What follows belongs to an exercise in optimizing a design on an open flow for small area; a production flow would make more cautious choices.
Only simulation tests tie the RTL to the original design; equivalence was not proved.
Power figures rest on the tool's default switching activity, not on a simulated workload.

===== standard.sh =====
#!/bin/bash
# synth_recipe.tcl (not shown) runs the flow's synth.tcl, then flattens the netlist and writes it again
# the make line also repeats each setting of config.mk as NAME=value (left out here)
make -C /OpenROAD-flow-scripts/flow DESIGN_CONFIG=/design/flow/config.mk WORK_HOME=/design/flow/orfs CLKGATE_MAP_FILE= SYNTH_SCRIPT=/design/flow/synth_recipe.tcl "${@:-finish}"

===== design.v =====
`default_nettype none
package tcpStreamPkg;
	typedef logic [7:0]  byteT;
	typedef logic [31:0] ipAddrT;
	typedef logic [15:0] portT;
	typedef logic [31:0] seqNumT;
	typedef logic [15:0] lenT;
	typedef enum logic [2:0] {
		stIdle,
		stMac,		 
		stEthHi,
		stEthLo,
		stIp,		 
		stTcp,		 
		stPayload
	} parseStateT;
endpackage
`default_nettype wire
`timescale 1ns/1ps
`default_nettype none
import tcpStreamPkg::*;
module frameParser (
	input  wire                  CLOCK,
	input  wire                  rst,
	input  wire                  newPkt,
	input  wire                  dataValid,
	input  wire tcpStreamPkg::byteT   data,
	input  wire tcpStreamPkg::ipAddrT srcIp,
	input  wire tcpStreamPkg::ipAddrT dstIp,
	input  wire tcpStreamPkg::portT   srcPort,
	input  wire tcpStreamPkg::portT   dstPort,
	output logic                 payValid,
	output logic                 payIdle,	 
	output tcpStreamPkg::byteT   payData,
	output logic                 payFirst,
	output logic                 segValid,	 
	output logic                 segIdle,	 
	output tcpStreamPkg::seqNumT segSeq,	 
	output logic                 segSyn,
	output tcpStreamPkg::lenT    segLen,
	output logic                 segMiss,	 
	input  wire tcpStreamPkg::seqNumT expSeq
);
	tcpStreamPkg::parseStateT state;
	logic [5:0] pos;		 
	logic [3:0] hdrWords;	 
	logic       firstFlag;
	tcpStreamPkg::lenT cnt;
	logic       take;
	logic       hdrEnd;
	logic       wordEnd;
	logic       lenLoad;
	logic       cmpOn;
	tcpStreamPkg::byteT   cmpByte;
	logic       cmpNe;
	tcpStreamPkg::lenT    cntIn;
	tcpStreamPkg::lenT    cntDec;
	assign take = dataValid && !newPkt;
	assign wordEnd = pos[1:0] == 2'b11;
	assign hdrEnd  = wordEnd && (pos[5:2] == hdrWords - 4'd1);
	assign cmpOn = (state == stIp && (pos[5:2] == 4'd3 || pos[5:2] == 4'd4)) ||
		(state == stTcp && pos[5:2] == 4'd0);
	logic [3:0]       grpSel;
	logic [3:0]       byteSel;
	logic [3:0][31:0] cmpWords;
	tcpStreamPkg::byteT cmpInner [4];
	assign grpSel[0] = state == stIp && pos[5:2] == 4'd3;
	assign grpSel[1] = state == stIp && pos[5:2] == 4'd4;
	assign grpSel[2] = state == stTcp && pos[5:2] == 4'd0;
	assign grpSel[3] = state == stTcp && pos[5:2] == 4'd1;
	assign cmpWords[0] = srcIp;
	assign cmpWords[1] = dstIp;
	assign cmpWords[2] = {srcPort, dstPort};
	assign cmpWords[3] = expSeq;
	always_comb begin
		for (int b = 0; b < 4; b++)
			byteSel[b] = pos[1:0] == 2'(b);
		cmpByte = '0;
		for (int g = 0; g < 4; g++) begin
			cmpInner[g] = '0;
			for (int b = 0; b < 4; b++)
				cmpInner[g] = cmpInner[g] | ({8{byteSel[b]}} & cmpWords[g][8*(3-b) +: 8]);
			cmpByte = cmpByte | ({8{grpSel[g]}} & cmpInner[g]);
		end
	end
	assign cmpNe = data != cmpByte;
	assign lenLoad = state == stIp && pos == 6'd3;
	assign cntIn   = lenLoad ? {cnt[15:8], data} : cnt;
	logic cntPay;
	logic cntBorrow;
	assign cntPay    = state == stPayload;
	assign cntBorrow = !cntPay || cntIn[1:0] == 2'd0;
	assign cntDec    = {cntIn[15:2] - {13'd0, cntBorrow}, cntIn[1:0] - {1'b0, cntPay}};
	always_ff @(posedge CLOCK) begin
		if (rst) begin
			state    <= stIdle;
			payValid <= 1'b0;
			payIdle  <= 1'b1;
			segValid <= 1'b0;
			segIdle  <= 1'b1;
		end else begin
			payValid <= 1'b0;
			payIdle  <= 1'b1;
			segValid <= 1'b0;
			segIdle  <= 1'b1;
			if (payValid) firstFlag <= 1'b0;	 
			if (newPkt) begin
				state <= stMac;
				pos   <= '0;
			end else if (dataValid) begin
				pos <= pos + 1'b1;
				case (state)
					stMac: begin
						if (pos == 6'd11) begin
							state <= stEthHi;
							pos   <= '0;
						end
					end
					stEthHi: begin
						pos <= '0;
						if (data == 8'h81) begin
							state <= stMac;	 
							pos   <= 6'd9;
						end else if (data == 8'h08)
							state <= stEthLo;
						else
							state <= stIdle;
					end
					stEthLo: begin
						pos   <= '0;
						state <= (data == 8'h00) ? stIp : stIdle;
					end
					stIp: begin
						if (hdrEnd) begin
							state <= stTcp;
							pos   <= '0;
						end
						if (pos == 6'd0 && data[3:0] < 4'd5)
							state <= stIdle;
						if (pos == 6'd9 && data != 8'd6)
							state <= stIdle;
						if (cmpOn && cmpNe)
							state <= stIdle;
					end
					stTcp: begin
						if (hdrEnd) begin
							segValid <= 1'b1;
							segIdle  <= 1'b0;
							if (cnt != 16'd4) begin	 
								state     <= stPayload;
								firstFlag <= 1'b1;
							end else
								state <= stIdle;
						end
						if (pos == 6'd12 && data[7:4] < 4'd5)
							state <= stIdle;
						if (cmpOn && cmpNe)
							state <= stIdle;
					end
					stPayload: begin
						payValid  <= 1'b1;
						payIdle   <= 1'b0;
						if (cnt == 16'd1) state <= stIdle;
					end
					default: ;
				endcase
			end
		end
	end
	always_ff @(posedge CLOCK) begin
		if (take) begin
			if (state == stIp && pos == 6'd0) hdrWords <= data[3:0];
			if (state == stTcp && pos == 6'd12) hdrWords <= data[7:4];
			if (state == stIp && pos == 6'd2) cnt[15:8] <= data;
			if (((state == stIp || state == stTcp) && wordEnd) || state == stPayload)
				cnt <= cntDec;
			if (state == stTcp && pos[5:2] == 4'd1) begin	 
				segSeq  <= {segSeq[23:0], data};
				segMiss <= (segMiss && pos[1:0] != 2'd0) || cmpNe;
			end
			if (state == stTcp && pos == 6'd13) segSyn <= data[1];
		end
		payData  <= data;
	end
	assign segLen   = cnt;
	assign payFirst = firstFlag;	 
endmodule
`default_nettype wire
`timescale 1ns/1ps
`default_nettype none
module payloadFifo (
	input  wire                CLOCK,
	input  wire                rst,
	input  wire                payValid,
	input  wire                payIdle,	 
	input  wire tcpStreamPkg::byteT payData,
	input  wire                payFirst,
	input  wire                outReady,
	output logic               outValid,
	output tcpStreamPkg::byteT outData,
	output logic               outFirst,
	output logic               dropped
);
	logic [63:0][8:0] mem;
	logic [6:0] wrPtr;
	logic [6:0] rdPtr;
	function automatic logic [6:0] nextPtr(input logic [6:0] p);
		logic fb;
		fb = p[5] ^ p[4] ^ (p[4:0] == 5'd0);
		nextPtr = {p[6] ^ (p[5:0] == 6'b100000), p[4:0], fb};
	endfunction
	logic sameSlot;
	logic full;
	logic doWrite;
	logic doRead;
	logic [63:0] wrSel;
	logic [8:0]  head;
	assign sameSlot = wrPtr[5:0] == rdPtr[5:0];
	assign full     = sameSlot && (wrPtr[6] != rdPtr[6]);
	assign outValid = !(sameSlot && (wrPtr[6] == rdPtr[6]));
	assign doWrite  = payValid && !full;
	assign doRead   = outValid && outReady;
	always_comb begin
		for (int i = 0; i < 64; i++) begin
			wrSel[i] = wrPtr[5:0] == 6'(i);
		end
	end
	logic [7:0] hiSel, loSel;
	logic [7:0][8:0] grp;
	always_comb begin
		for (int i = 0; i < 8; i++) begin
			hiSel[i] = rdPtr[5:3] == 3'(i);
			loSel[i] = rdPtr[2:0] == 3'(i);
		end
		for (int g = 0; g < 8; g++) begin
			grp[g] = '0;
			for (int j = 0; j < 8; j++)
				grp[g] = grp[g] | ({9{loSel[j]}} & mem[8*g+j]);
		end
		head = '0;
		for (int g = 0; g < 8; g++)
			head = head | ({9{hiSel[g]}} & grp[g]);
	end
	assign {outFirst, outData} = head;
	logic [63:0] rowWr;
	logic [63:0] rowKeep;
	always_comb begin
		for (int i = 0; i < 64; i++) begin
			rowWr[i]   = doWrite && wrSel[i];
			rowKeep[i] = payIdle || full || !wrSel[i];
		end
	end
	always_ff @(posedge CLOCK) begin
		for (int i = 0; i < 64; i++)
			mem[i] <= ({9{rowWr[i]}} & {payFirst, payData}) | ({9{rowKeep[i]}} & mem[i]);
	end
	always_ff @(posedge CLOCK) begin
		if (rst) begin
			wrPtr   <= '0;
			rdPtr   <= '0;
			dropped <= 1'b0;
		end else begin
			if (doWrite) wrPtr <= nextPtr(wrPtr);
			if (doRead)  rdPtr <= nextPtr(rdPtr);
			if (payValid && full)
				dropped <= 1'b1;
		end
	end
endmodule
`default_nettype wire
`timescale 1ns/1ps
`default_nettype none
module seqTracker (
	input  wire                 CLOCK,
	input  wire                 rst,
	input  wire                 segValid,
	input  wire                 segIdle,	 
	input  wire tcpStreamPkg::seqNumT segSeq,
	input  wire                 segSyn,
	input  wire tcpStreamPkg::lenT    segLen,
	input  wire                 segMiss,	 
	output tcpStreamPkg::seqNumT expSeq,	 
	output logic                gapped
);
	logic   synSeen;
	always_ff @(posedge CLOCK) begin
		expSeq <= ({32{segValid}} & (segSeq + (segSyn ? 32'd1 : {16'd0, segLen}))) |
			({32{segIdle}} & expSeq);
	end
	always_ff @(posedge CLOCK) begin
		if (rst) begin
			synSeen <= 1'b0;
			gapped  <= 1'b0;
		end else if (segValid) begin
			if (segSyn) begin
				synSeen <= 1'b1;
				gapped  <= 1'b0;
			end else begin
				gapped <= synSeen && segMiss;
			end
		end
	end
endmodule
`default_nettype wire
`timescale 1ns/1ps
`default_nettype none
module tcpStream #(
	parameter int fifoDepth = 64
) (
	input  wire                  CLOCK,
	input  wire                  rst,
	input  wire                  newPkt,
	input  wire                  dataValid,
	input  wire tcpStreamPkg::byteT   data,
	input  wire tcpStreamPkg::ipAddrT srcIp,
	input  wire tcpStreamPkg::portT   srcPort,
	input  wire tcpStreamPkg::ipAddrT dstIp,
	input  wire tcpStreamPkg::portT   dstPort,
	input  wire                  outReady,
	output logic                 outValid,
	output tcpStreamPkg::byteT   outData,
	output logic                 outFirst,
	output logic                 dropped,
	output logic                 gapped
);
	logic   payValid;
	logic   payIdle;
	tcpStreamPkg::byteT   payData;
	logic   payFirst;
	logic   segValid;
	logic   segIdle;
	tcpStreamPkg::seqNumT segSeq;
	logic   segSyn;
	tcpStreamPkg::lenT    segLen;
	logic   segMiss;
	tcpStreamPkg::seqNumT expSeq;
	frameParser frameParser_i (
		.CLOCK(CLOCK), .rst(rst),
		.newPkt(newPkt), .dataValid(dataValid), .data(data),
		.srcIp(srcIp), .dstIp(dstIp), .srcPort(srcPort), .dstPort(dstPort),
		.payValid(payValid), .payIdle(payIdle), .payData(payData), .payFirst(payFirst),
		.segValid(segValid), .segIdle(segIdle), .segSeq(segSeq), .segSyn(segSyn), .segLen(segLen),
		.segMiss(segMiss), .expSeq(expSeq)
	);
	payloadFifo payloadFifo_i (
		.CLOCK(CLOCK), .rst(rst),
		.payValid(payValid), .payIdle(payIdle), .payData(payData), .payFirst(payFirst),
		.outReady(outReady), .outValid(outValid), .outData(outData),
		.outFirst(outFirst), .dropped(dropped)
	);
	seqTracker seqTracker_i (
		.CLOCK(CLOCK), .rst(rst),
		.segValid(segValid), .segIdle(segIdle), .segSeq(segSeq), .segSyn(segSyn), .segLen(segLen),
		.segMiss(segMiss), .expSeq(expSeq), .gapped(gapped)
	);
endmodule
`default_nettype wire

===== constraint.sdc =====
create_clock -name core_clock -period 6.0 [get_ports {CLOCK}]
set_input_delay 1.2000 -clock core_clock [delete_from_list [all_inputs] [get_ports {CLOCK}]]
set_output_delay 1.2000 -clock core_clock [all_outputs]
set_load 0.01 [all_outputs]

===== flow/run.sh =====
#!/bin/bash
set -o pipefail
export BUFFER_PORTS_ARGS="-buffer_cell sky130_fd_sc_hd__buf_1"
export CTS_ARGS="-sink_clustering_enable -repair_clock_nets -dont_use_dummy_load -buf_list sky130_fd_sc_hd__clkbuf_4 -sink_clustering_size 10 -sink_clustering_max_diameter 40"
bash standard.sh > standard.log 2>&1

===== config.mk =====
export PLATFORM = sky130hd
export DESIGN_NAME = tcpStream
export DESIGN_NICKNAME = tcpStream
export VERILOG_FILES = /design/flow/design.v
export SDC_FILE = /design/flow/constraint.sdc
export NUM_CORES = 4
export LEC_CHECK = 0
export CAP_MARGIN = 10
export CORE_MARGIN = 2
export CORE_UTILIZATION = 55
export PLACE_DENSITY = 0.7
export SLEW_MARGIN = 10

==> impl_results.html, run 1 <==
<table>
<tr><th>Metric</th><th>Value</th></tr>
<tr><th colspan="2">Clock tree</th></tr>
<tr><td>Clock tree from TritonCTS</td><td>yes</td></tr>
<tr><td>Post_cts resized</td><td>0</td></tr>
<tr><td>Clock transition time at the flip-flop clock pins of the worst setup and hold paths</td><td>80 ps</td></tr>
<tr><td>Cell at the root of the clock tree</td><td>sky130_fd_sc_hd__clkbuf_4</td></tr>
<tr><td>Number of buffers inserted by hold repair at cts</td><td>0</td></tr>
<tr><td>Bufs on Longest Clock Path</td><td>3</td></tr>
<tr><td>Post-CTS setup repair buffer count</td><td>0</td></tr>
<tr><td>Clk sinks</td><td>701</td></tr>
<tr><td>Deepest level of the CTS H-tree</td><td>3</td></tr>
<tr><td>Number of buffers created by CTS</td><td>102</td></tr>
<tr><td>Clock network latency to the later pin of the worst-skew pair</td><td>920 ps</td></tr>
<tr><th colspan="2">Critical path</th></tr>
<tr><td>Crit path capture</td><td>outData[1]</td></tr>
<tr><td>R2r worst-path depth</td><td>12</td></tr>
<tr><td>Category of the most critical setup path</td><td>reg2out</td></tr>
<tr><td>Arrival time of data at the critical path endpoint</td><td>4260 ps</td></tr>
<tr><td>Timing startpoint of the critical path</td><td>payloadFifo_i.rdPtr[1]</td></tr>
<tr><td>Crit end category</td><td>output pin</td></tr>
<tr><td>Reg2Reg Launch Point</td><td>frameParser_i.pos[2]</td></tr>
<tr><td>Crit path largest cell delay</td><td>860 ps</td></tr>
<tr><td>Internal reg-to-reg setup slack</td><td>1780 ps</td></tr>
<tr><td>Cell with the largest stage delay on the worst path</td><td>sky130_fd_sc_hd__and3_2</td></tr>
<tr><td>Worst-path maximum fanout</td><td>38</td></tr>
<tr><td>Required time reported for the critical path endpoint</td><td>4800 ps</td></tr>
<tr><td>R2r endpoint</td><td>frameParser_i.cnt[12]</td></tr>
<tr><td>Ordered list of cells on the worst path</td><td>and3_2 -&gt; buf_4 -&gt; a22o_1 -&gt; a221oi_1 -&gt; nand3_1 -&gt; nand2_1 -&gt; a31oi_1 -&gt; a211o_1 -&gt; buf_1</td></tr>
<tr><td>Category of the worst setup path launch point</td><td>flop</td></tr>
<tr><th colspan="2">Placed design</th></tr>
<tr><td>Final HPWL from detailed placement</td><td>59300 µm</td></tr>
<tr><td>Post-placement cell count</td><td>3326</td></tr>
<tr><td>IO Port Bufs</td><td>120</td></tr>
<tr><td>Placed Area</td><td>29200 µm²</td></tr>
<tr><td>Final Wtd Congestion</td><td>0.952</td></tr>
<tr><th colspan="2">Route</th></tr>
<tr><td>Drt pass-1 iters</td><td>6</td></tr>
<tr><td>Average routed wire per standard cell</td><td>27.3 µm</td></tr>
<tr><td>Total routed wirelength</td><td>93900 µm</td></tr>
<tr><td>Count of routing violations after the opening detailed-route iteration</td><td>3681</td></tr>
<tr><td>Vias per std cell</td><td>7.23</td></tr>
<tr><td>Number of DRC violations after detailed routing</td><td>0</td></tr>
<tr><td>Antenna Nets Post-Route</td><td>0</td></tr>
<tr><td>Number of vias after detailed routing</td><td>24800</td></tr>
<tr><th colspan="2">Yosys</th></tr>
<tr><td>Number of synthesized register bits</td><td>701</td></tr>
<tr><td>Top flip-flop cell by instance count after synthesis</td><td>sky130_fd_sc_hd__dfxtp_1</td></tr>
<tr><td>Post-synthesis cell type with the largest combined area</td><td>sky130_fd_sc_hd__dfxtp_1</td></tr>
<tr><td>Post-synth EDFFs</td><td>61</td></tr>
<tr><td>Leading cell types by count after synthesis</td><td>sky130_fd_sc_hd__a22o_1 (659), sky130_fd_sc_hd__dfxtp_1 (640), sky130_fd_sc_hd__a22oi_1 (247)</td></tr>
<tr><td>Ranking of synthesized cells by area</td><td>sky130_fd_sc_hd__dfxtp_1 (45%), sky130_fd_sc_hd__a22o_1 (20%), sky130_fd_sc_hd__a22oi_1 (6.5%)</td></tr>
<tr><td>Number of distinct library cell variants in the gate-level netlist after synthesis</td><td>65</td></tr>
<tr><td>Mean cell area of the mapped netlist</td><td>10.5 µm²</td></tr>
<tr><td>Post-synth top area share</td><td>45.1%</td></tr>
<tr><td>Share of async-settable or async-resettable flops after synthesis</td><td>0%</td></tr>
<tr><td>Count of synthesis-stage warnings from yosys</td><td>4</td></tr>
<tr><td>Cell with the most instances after synthesis</td><td>sky130_fd_sc_hd__a22o_1</td></tr>
<tr><td>Summed instance area of the synthesized netlist</td><td>28400 µm²</td></tr>
<tr><td>Synthesized instance count</td><td>2696</td></tr>
<tr><td>Post-Synthesis Net Count</td><td>2835</td></tr>
<tr><td>Sequential cell area fraction in the yosys report</td><td>51.6%</td></tr>
<tr><th colspan="2">Floorplanning</th></tr>
<tr><td>Initial core utilization</td><td>55.4%</td></tr>
<tr><td>Number of placement rows</td><td>83</td></tr>
<tr><td>Die height</td><td>231 µm</td></tr>
<tr><td>DIE AREA</td><td>53400 µm²</td></tr>
<tr><td>Placeable core region</td><td>51200 µm²</td></tr>
<tr><td>Die Span X</td><td>231 µm</td></tr>
<tr><td>Top-Level Pins</td><td>121</td></tr>
<tr><th colspan="2">Flow run</th></tr>
<tr><td>Max Cap Viol</td><td>0</td></tr>
<tr><th colspan="2">Power</th></tr>
<tr><td>Power per cell area</td><td>242 nW/µm²</td></tr>
<tr><td>Internal power</td><td>5.54 mW</td></tr>
<tr><td>Net switching power figure</td><td>1.73 mW</td></tr>
<tr><td>Clock network power share</td><td>32.1%</td></tr>
<tr><td>Total chip power</td><td>7.27 mW</td></tr>
<tr><td>Total leakage power</td><td>10.7 nW</td></tr>
<tr><td>Switching fraction of total power</td><td>23.8%</td></tr>
<tr><td>Portion of total power attributed to combinational logic</td><td>2.9%</td></tr>
<tr><td>Register share of total power</td><td>65.0%</td></tr>
<tr><td>Max VDD drop</td><td>0.144 mV</td></tr>
<tr><th colspan="2">Global route</th></tr>
<tr><td>Vias in the first global route</td><td>23500</td></tr>
<tr><td>Overall fraction of global-route tracks in use</td><td>34.3%</td></tr>
<tr><td>Number of antenna violations at the first check in global routing</td><td>3</td></tr>
<tr><td>Maximum number of pins on one net before global-route repair</td><td>73</td></tr>
<tr><td>First-pass GRT wire length</td><td>142000 µm</td></tr>
<tr><td>Grt total ovfl</td><td>0</td></tr>
<tr><th colspan="2">Timing</th></tr>
<tr><td>Sum of negative setup slack</td><td>0 ps</td></tr>
<tr><td>Setup clock skew after layout</td><td>73.1 ps</td></tr>
<tr><td>Final max-slew violation count</td><td>0</td></tr>
<tr><td>Fin. Hold Viols</td><td>0</td></tr>
<tr><td>Tcrit/Tclk final</td><td>91.0%</td></tr>
<tr><td>Slew at the pin with the worst max-slew slack</td><td>1160 ps</td></tr>
<tr><td>Highest clock frequency the design can meet</td><td>0.183 GHz</td></tr>
<tr><td>Post-layout min period</td><td>5460 ps</td></tr>
<tr><td>RSZ-0062 raised after global routing</td><td>no</td></tr>
<tr><td>Worst relative slew slack</td><td>20.8%</td></tr>
<tr><td>Number of failing setup endpoints in the final timing report</td><td>0</td></tr>
<tr><th colspan="2">Cells and area</th></tr>
<tr><td>Layout area overhead</td><td>5.82%</td></tr>
<tr><td>End-of-flow core utilization</td><td>58.7%</td></tr>
<tr><td>Fillcell total</td><td>4347</td></tr>
<tr><td>Final std cells w/o fill</td><td>3434</td></tr>
<tr><td>Sequential standard cell area</td><td>14700 µm²</td></tr>
<tr><td>Fraction of final layout cells sized beyond drive strength 1</td><td>6.48%</td></tr>
<tr><td>Footprint of the multi-input gates</td><td>12900 µm²</td></tr>
<tr><td>Area of all placed cells without fillers</td><td>30000 µm²</td></tr>
<tr><td>Nets</td><td>2889</td></tr>
<tr><th colspan="2">Run status</th></tr>
<tr><td>Outcome</td><td>finished clean</td></tr>
<tr><th colspan="2">Worst hold path</th></tr>
<tr><td>Min-Delay Path Class</td><td>reg2reg</td></tr>
</table>
power groups by stage:
stage / clock [mW] / combinational (mW) / sequential (mW)
3_5_place_dp: 0 / 0.204 / 4.83
4_1_cts: 2.35 / 0.206 / 4.73
5_1_grt: 2.55 / 0.224 / 4.73
2_1_floorplan: 0 / 0.121 / 4.83
6_report: 2.34 / 0.212 / 4.73
3_3_place_gp: 0 / 0.200 / 4.83
worst max-delay path: cells and delay by family, from the launching register on:
kind	cells	cell delay (ps)
AND/OR/NAND/NOR	3	1050
AO/OA/AOI/OAI	4	940
buffers and inverters	2	760
flip-flops	1	600
worst min path at each step:
stage | startpoint | slack, ps | to | depth (start not counted)
4_1_cts | frameParser_i.segSeq[6] | 450 | frameParser_i.segSeq[14] | 0
5_1_grt | frameParser_i.segSeq[6] | 450 | frameParser_i.segSeq[14] | 0
3_5_place_dp | frameParser_i.segSeq[10] | 440 | frameParser_i.segSeq[18] | 0
6_report | frameParser_i.segSeq[23] | 460 | frameParser_i.segSeq[31] | 0
3_3_place_gp | frameParser_i.segSeq[23] | 440 | frameParser_i.segSeq[31] | 0
2_1_floorplan | frameParser_i.segSeq[23] | 430 | frameParser_i.segSeq[31] | 0
state kept, by name, indices dropped and copies added (netlist names):
| register | flops |
|---|---|
| payloadFifo_i.mem | 576 |
| frameParser_i.segSeq | 32 |
| seqTracker_i.expSeq | 32 |
| frameParser_i.cnt | 16 |
| frameParser_i.payData | 8 |
| payloadFifo_i.rdPtr | 7 |
| payloadFifo_i.wrPtr | 7 |
| frameParser_i.pos | 6 |
| frameParser_i.hdrWords | 4 |
| frameParser_i.state | 3 |
| frameParser_i.firstFlag | 1 |
| frameParser_i.payIdle | 1 |
| frameParser_i.payValid | 1 |
| frameParser_i.segIdle | 1 |
| frameParser_i.segMiss | 1 |
| frameParser_i.segSyn | 1 |
| frameParser_i.segValid | 1 |
| payloadFifo_i.dropped | 1 |
| seqTracker_i.gapped | 1 |
| seqTracker_i.synSeen | 1 |
final cells by class:
| type | instances | area share, % |
|---|---|---|
| flip-flops and latches | 701 | 48.8 |
| inverters | 27 | 0.338 |
| clock buffers | 102 | 2.55 |
| repair buffers | 159 | 2.56 |
| multi-input cells | 1759 | 42.9 |
| diodes | 6 | 0.0500 |
| well taps | 680 | 2.83 |
routing by layer:
metal	up-vias	track usage (%)	share of wire [%]
met5	-	0	0
met4	0	14.2	4.0
met3	288	9.34	12
met2	1795	51.2	44
met1	12000	47.0	40
li1	10700	-	-
layout by cell type (no fill, tap or decap), types with 11 or more instances in the layout:
master and count:
sky130_fd_sc_hd__xnor2_1 42, sky130_fd_sc_hd__edfxtp_1 61, sky130_fd_sc_hd__a21oi_1 51, sky130_fd_sc_hd__nor4_1 12, sky130_fd_sc_hd__a211oi_1 29, sky130_fd_sc_hd__buf_1 120, sky130_fd_sc_hd__clkbuf_4 102, sky130_fd_sc_hd__ha_1 29
sky130_fd_sc_hd__xor2_1 26, sky130_fd_sc_hd__o21ai_0 36, sky130_fd_sc_hd__nand4_1 35, sky130_fd_sc_hd__nand3_1 35, sky130_fd_sc_hd__a22o_1 659, sky130_fd_sc_hd__inv_1 27, sky130_fd_sc_hd__buf_4 37, sky130_fd_sc_hd__nor2_1 151
sky130_fd_sc_hd__nand2_1 142, sky130_fd_sc_hd__dfxtp_1 630, sky130_fd_sc_hd__nor2b_1 22, sky130_fd_sc_hd__a22oi_1 247, sky130_fd_sc_hd__mux2i_1 11, sky130_fd_sc_hd__nor3_1 22, sky130_fd_sc_hd__a31oi_1 40, sky130_fd_sc_hd__a221oi_1 55
cell families after synthesis:
group | Yosys count | synth area share (%)
AOI/OAI and AO/OA | 1166 | 33.1
DFF | 701 | 51.6
and+or+nand+nor | 478 | 7.93
buffers and inverters | 236 | 3.22
xor gates and xnor gates | 68 | 2.10
adders and majority gates | 30 | 1.35
muxes | 17 | 0.666
stage by stage:
step	hold slack, ps	worst slack, ps
detailed placement	441	1580
global placement	436	1590
CTS	449	628
finish	459	542
global route	452	354
floorplan	426	1640
==> run 2, diff against run 1 <==
--- a/config.mk
+++ b/config.mk
@@ -7,6 +7,6 @@
 export LEC_CHECK = 0
 export CAP_MARGIN = 10
 export CORE_MARGIN = 2
-export CORE_UTILIZATION = 55
-export PLACE_DENSITY = 0.7
+export CORE_UTILIZATION = 62
+export PLACE_DENSITY = 0.75
 export SLEW_MARGIN = 10
==> run 2 against run 1 <==
Net effect: clock power fell by 4%; global-route usage rose by 3.6 points; area after synthesis did not move; total power fell by 1.2%; clock skew rose by 39 ps; cell count fell by 2.6%; via count rose by 0.14%; clock-buffer cell count fell by 8; combinational power fell by 7%; worst setup slack got worse by 3.3 ps.
==> impl_results.html, run 2 <==
<table>
<tr><th>Metric</th><th>Value</th></tr>
<tr><th colspan="2">Placed design</th></tr>
<tr><td>Final HPWL from detailed placement</td><td>58900 µm (-0.73%)</td></tr>
<tr><td>IO Port Bufs</td><td>120 (unchanged)</td></tr>
<tr><td>Final Wtd Congestion</td><td>0.956 (+0.42%)</td></tr>
<tr><td>Post-placement cell count</td><td>3249 (-2.3%)</td></tr>
<tr><td>Pre-CTS WS</td><td>1600 ps (+23.3 ps)</td></tr>
<tr><th colspan="2">Yosys</th></tr>
<tr><td>Ranking of synthesized cells by area</td><td>sky130_fd_sc_hd__dfxtp_1 (45%), sky130_fd_sc_hd__a22o_1 (20%), sky130_fd_sc_hd__a22oi_1 (6.5%)</td></tr>
<tr><td>Cell with the most instances after synthesis</td><td>sky130_fd_sc_hd__a22o_1</td></tr>
<tr><td>Area share of fa/ha/maj cells after synthesis</td><td>1.35% (unchanged)</td></tr>
<tr><td>Share of async-settable or async-resettable flops after synthesis</td><td>0% (unchanged)</td></tr>
<tr><td>Number of synthesized register bits</td><td>701 (unchanged)</td></tr>
<tr><td>Post-Synthesis Net Count</td><td>2835 (unchanged)</td></tr>
<tr><td>Post-synth EDFFs</td><td>61 (unchanged)</td></tr>
<tr><td>Multiplexer fraction of the synthesized cell area</td><td>0.666% (unchanged)</td></tr>
<tr><td>Summed instance area of the synthesized netlist</td><td>28400 µm² (unchanged)</td></tr>
<tr><td>Largest family of logic cells by synthesized area</td><td>compound AO/OA/AOI/OAI gates</td></tr>
<tr><td>Top flip-flop cell by instance count after synthesis</td><td>sky130_fd_sc_hd__dfxtp_1</td></tr>
<tr><td>Count of synthesis-stage warnings from yosys</td><td>4 (unchanged)</td></tr>
<tr><td>Post-synthesis cell type with the largest combined area</td><td>sky130_fd_sc_hd__dfxtp_1</td></tr>
<tr><td>Sequential cell area fraction in the yosys report</td><td>51.6% (unchanged)</td></tr>
<tr><td>Number of distinct library cell variants in the gate-level netlist after synthesis</td><td>65 (unchanged)</td></tr>
<tr><td>Mean cell area of the mapped netlist</td><td>10.5 µm² (unchanged)</td></tr>
<tr><td>Post-Synth Simple-Gate Area</td><td>7.93% (unchanged)</td></tr>
<tr><td>Post-synth top area share</td><td>45.1% (unchanged)</td></tr>
<tr><td>Fraction of the mapped netlist area in compound gates</td><td>33.1% (unchanged)</td></tr>
<tr><td>Synthesized instance count</td><td>2696 (unchanged)</td></tr>
<tr><td>Post-Synth XOR/XNOR Area</td><td>2.10% (unchanged)</td></tr>
<tr><td>Leading cell types by count after synthesis</td><td>sky130_fd_sc_hd__a22o_1 (659), sky130_fd_sc_hd__dfxtp_1 (640), sky130_fd_sc_hd__a22oi_1 (247)</td></tr>
<tr><th colspan="2">Timing</th></tr>
<tr><td>Highest clock frequency the design can meet</td><td>0.183 GHz (about the same)</td></tr>
<tr><td>Post-layout min period</td><td>5460 ps (+3.34 ps)</td></tr>
<tr><td>Final max-slew violation count</td><td>0 (unchanged)</td></tr>
<tr><td>Slew at the pin with the worst max-slew slack</td><td>1240 ps (+81.9 ps)</td></tr>
<tr><td>RSZ-0062 raised after global routing</td><td>no</td></tr>
<tr><td>Fin. Hold Viols</td><td>0 (unchanged)</td></tr>
<tr><td>Tcrit/Tclk final</td><td>91.0% (about the same)</td></tr>
<tr><td>Final critical-path setup slack</td><td>539 ps (-3.34 ps)</td></tr>
<tr><td>Final worst hold slack</td><td>390 ps (-68.5 ps)</td></tr>
<tr><td>Setup clock skew after layout</td><td>112 ps (+38.6 ps)</td></tr>
<tr><td>Sum of negative setup slack</td><td>0 ps (unchanged)</td></tr>
<tr><td>Worst relative slew slack</td><td>15.2% (-5.6 points)</td></tr>
<tr><td>Number of failing setup endpoints in the final timing report</td><td>0 (unchanged)</td></tr>
<tr><th colspan="2">Critical path</th></tr>
<tr><td>Cell with the largest stage delay on the worst path</td><td>sky130_fd_sc_hd__and3_2</td></tr>
<tr><td>Crit end category</td><td>output pin</td></tr>
<tr><td>CP delay by family, top</td><td>simple AND/OR/NAND/NOR gates</td></tr>
<tr><td>Required time reported for the critical path endpoint</td><td>4800 ps (about the same)</td></tr>
<tr><td>Critical path buffer and inverter count</td><td>2 (unchanged)</td></tr>
<tr><td>Worst-path maximum fanout</td><td>36 (-5.3%)</td></tr>
<tr><td>Ordered list of cells on the worst path</td><td>and3_2 -&gt; buf_4 -&gt; a22o_1 -&gt; a221oi_1 -&gt; a31oi_1 -&gt; a21oi_1 -&gt; nor2_1 -&gt; o21ai_0 -&gt; nand3_1 -&gt; buf_1</td></tr>
<tr><td>Category of the most critical setup path</td><td>reg2out</td></tr>
<tr><td>Category of the worst setup path launch point</td><td>flop</td></tr>
<tr><td>Crit path largest cell delay</td><td>980 ps (+120 ps)</td></tr>
<tr><td>Arrival time of data at the critical path endpoint</td><td>4260 ps (about the same)</td></tr>
<tr><th colspan="2">Cells and area</th></tr>
<tr><td>Fillcell total</td><td>3634 (-16%)</td></tr>
<tr><td>Layout area overhead</td><td>5.26%</td></tr>
<tr><td>Final std cells w/o fill</td><td>3346 (-2.6%)</td></tr>
<tr><td>Registers with the most flip-flops</td><td>payloadFifo_i.mem (576), frameParser_i.segSeq (32), seqTracker_i.expSeq (32)</td></tr>
<tr><td>Fraction of final layout cells sized beyond drive strength 1</td><td>6.31% (-0.17 points)</td></tr>
<tr><td>Register with the highest flop count</td><td>payloadFifo_i.mem</td></tr>
<tr><td>Flip-flop count of the largest register after layout</td><td>576 (unchanged)</td></tr>
<tr><td>Commonest cells after routing, fill and taps aside</td><td>sky130_fd_sc_hd__a22o_1 (659), sky130_fd_sc_hd__dfxtp_1 (630), sky130_fd_sc_hd__a22oi_1 (247), sky130_fd_sc_hd__nor2_1 (151), sky130_fd_sc_hd__nand2_1 (142)</td></tr>
<tr><td>Most common cell after layout, fill and taps aside</td><td>sky130_fd_sc_hd__a22o_1</td></tr>
<tr><td>Nets</td><td>2884 (-0.17%)</td></tr>
<tr><th colspan="2">Global route</th></tr>
<tr><td>Grt total ovfl</td><td>0 (unchanged)</td></tr>
<tr><td>Maximum number of pins on one net before global-route repair</td><td>65 (-11%)</td></tr>
<tr><td>Vias in the first global route</td><td>23800 (+1.5%)</td></tr>
<tr><td>Overall fraction of global-route tracks in use</td><td>37.9% (+3.6 points)</td></tr>
<tr><td>First-pass GRT wire length</td><td>140000 µm (-1.8%)</td></tr>
<tr><td>Number of antenna violations at the first check in global routing</td><td>3 (unchanged)</td></tr>
<tr><th colspan="2">Power</th></tr>
<tr><td>Total chip power</td><td>7.18 mW (-1.2%)</td></tr>
<tr><td>Total leakage power</td><td>10.6 nW (-0.21%)</td></tr>
<tr><td>Power per cell area</td><td>241 nW/µm² (-0.71%)</td></tr>
<tr><td>Max VDD drop</td><td>0.161 mV (+11%)</td></tr>
<tr><th colspan="2">Route</th></tr>
<tr><td>Number of DRC violations after detailed routing</td><td>0 (unchanged)</td></tr>
<tr><td>Antenna Nets Post-Route</td><td>0 (unchanged)</td></tr>
<tr><td>Total routed wirelength</td><td>91700 µm (-2.3%)</td></tr>
<tr><td>Number of vias after detailed routing</td><td>24900 (+0.14%)</td></tr>
<tr><td>Vias per std cell</td><td>7.43 (+2.8%)</td></tr>
<tr><td>Average routed wire per standard cell</td><td>27.4 µm (+0.28%)</td></tr>
<tr><td>Drt pass-1 iters</td><td>8 (+2)</td></tr>
<tr><td>Count of routing violations after the opening detailed-route iteration</td><td>3738 (+1.5%)</td></tr>
<tr><th colspan="2">Floorplanning</th></tr>
<tr><td>Initial core utilization</td><td>62.7% (+7.2 points)</td></tr>
<tr><td>Top-Level Pins</td><td>121 (unchanged)</td></tr>
<tr><td>Placeable core region</td><td>45300 µm² (-12%)</td></tr>
<tr><td>Number of placement rows</td><td>78 (-6.0%)</td></tr>
<tr><td>Die height</td><td>218 µm (-5.7%)</td></tr>
<tr><td>DIE AREA</td><td>47500 µm² (-11%)</td></tr>
<tr><td>Die Span X</td><td>218 µm (-5.7%)</td></tr>
<tr><th colspan="2">Clock tree</th></tr>
<tr><td>Deepest level of the CTS H-tree</td><td>3 (unchanged)</td></tr>
<tr><td>Clk sinks</td><td>701 (unchanged)</td></tr>
<tr><td>Clock tree from TritonCTS</td><td>yes</td></tr>
<tr><td>Number of buffers inserted by hold repair at cts</td><td>0 (unchanged)</td></tr>
<tr><td>Post_cts resized</td><td>0 (unchanged)</td></tr>
<tr><td>Clock network latency to the later pin of the worst-skew pair</td><td>910 ps (about the same)</td></tr>
<tr><td>Number of buffers created by CTS</td><td>94 (-7.8%)</td></tr>
<tr><td>Cell at the root of the clock tree</td><td>sky130_fd_sc_hd__clkbuf_4</td></tr>
<tr><td>Clock transition time at the flip-flop clock pins of the worst setup and hold paths</td><td>100 ps (+20 ps)</td></tr>
<tr><td>Bufs on Longest Clock Path</td><td>3 (unchanged)</td></tr>
<tr><td>Post-CTS setup repair buffer count</td><td>0 (unchanged)</td></tr>
<tr><th colspan="2">Flow run</th></tr>
<tr><td>Max Cap Viol</td><td>0 (unchanged)</td></tr>
<tr><th colspan="2">Run status</th></tr>
<tr><td>Outcome</td><td>finished clean</td></tr>
<tr><th colspan="2">Worst hold path</th></tr>
<tr><td>Min-Delay Path Class</td><td>reg2reg</td></tr>
</table>
-- run 2: metal layers --
metal / wire length (µm) / global-route usage [%] / vias to the layer above / part of all wire, %
met5: 8 / 0 / - / 0.0087
met4: 4120 / 16.9 / 2 / 4.5
met3: 11400 / 9.53 / 318 / 12
met2: 39500 / 56.3 / 1956 / 43
met1: 36700 / 52.2 / 11900 / 40
li1: - / - / 10700 / -
-- run 2: worst register-to-register path, cell delays in order (launching register included) --
cell	delay, ps
sky130_fd_sc_hd__dfxtp_1	820
sky130_fd_sc_hd__buf_4	380
sky130_fd_sc_hd__xor2_1	170
sky130_fd_sc_hd__nor2_1	90
sky130_fd_sc_hd__and4b_1	210
sky130_fd_sc_hd__nor2b_1	610
sky130_fd_sc_hd__nand2_1	550
sky130_fd_sc_hd__nor2_1	1080
sky130_fd_sc_hd__xnor2_1	210
sky130_fd_sc_hd__nor2_1	50
-- run 2: where the power goes --
group	switching [mW]	internal, mW
Clock	1.54	0.717
Combinational	0.149	0.0490
Sequential	0.0145	4.72
-- run 2: cell type report --
type | count | area (µm²) | share of cell area, %
flip-flops and latches | 701 | 14700 | 49.1
repair buffers | 162 | 778 | 2.61
inverters | 27 | 101 | 0.339
multi-input cells | 1759 | 12900 | 43.1
clock buffers | 94 | 706 | 2.36
well taps | 600 | 751 | 2.51
diodes | 3 | 7.51 | 0.0251
-- run 2: stage by stage --
step,util [%],cell area [µm²]
after floorplan,-,28400
after global placement,64.4,29200
after detailed placement,64.4,29200
after CTS,65.9,29900
after global routing,66.0,29900
final,66.0,29900
-- run 2: cells by family (layout without fill, tap and decap cells) --
family                   count (synthesis)  in the layout
AND/OR/NAND/NOR                        478            478
buffers and inverters                  236            283
adder cells (fa/ha/maj)                 30             30
XOR/XNOR                                68             68
flip-flops                             701            701
other                                    0              3
AO/OA/AOI/OAI                         1166           1166
multiplexers                            17             17
-- run 2: final timing paths --
kind                      startpoint                  endpoint  slack (ps)  cells past startpoint
min reg2reg  frameParser_i.segSeq[8]  frameParser_i.segSeq[16]         390                      0
max           payloadFifo_i.rdPtr[2]                outData[4]         540                     10
max reg2reg   payloadFifo_i.rdPtr[4]    payloadFifo_i.wrPtr[6]        1690                      9
min          frameParser_i.segSeq[8]  frameParser_i.segSeq[16]         390                      0

what the ideal ports hide:
No port has a modelled driver above. Below, the same layouts with a new extraction and two added sets of constraints.
Step 1: set_driving_cell puts a clkbuf_16 on CLOCK and a buf_2 on each other input, an assumption about the parent block.
Step 2, shift: input delay + t, output delay - t, t = (earliest + latest rising clock arrival at the registers) / 2. This alone moves slack from input paths to output paths.
Three values: ideal ports, drivers, drivers and shift; two values: the first two.
run | t, ns | setup WS [ns] | worst slew at a driven data input, ns
run 1 | 0.936 | 0.542 / 0.484 / 1.421 | 0.05
run 2 | 0.913 | 0.539 / 0.482 / 1.395 | 0.05
After both steps setup and hold are still met in every run listed.
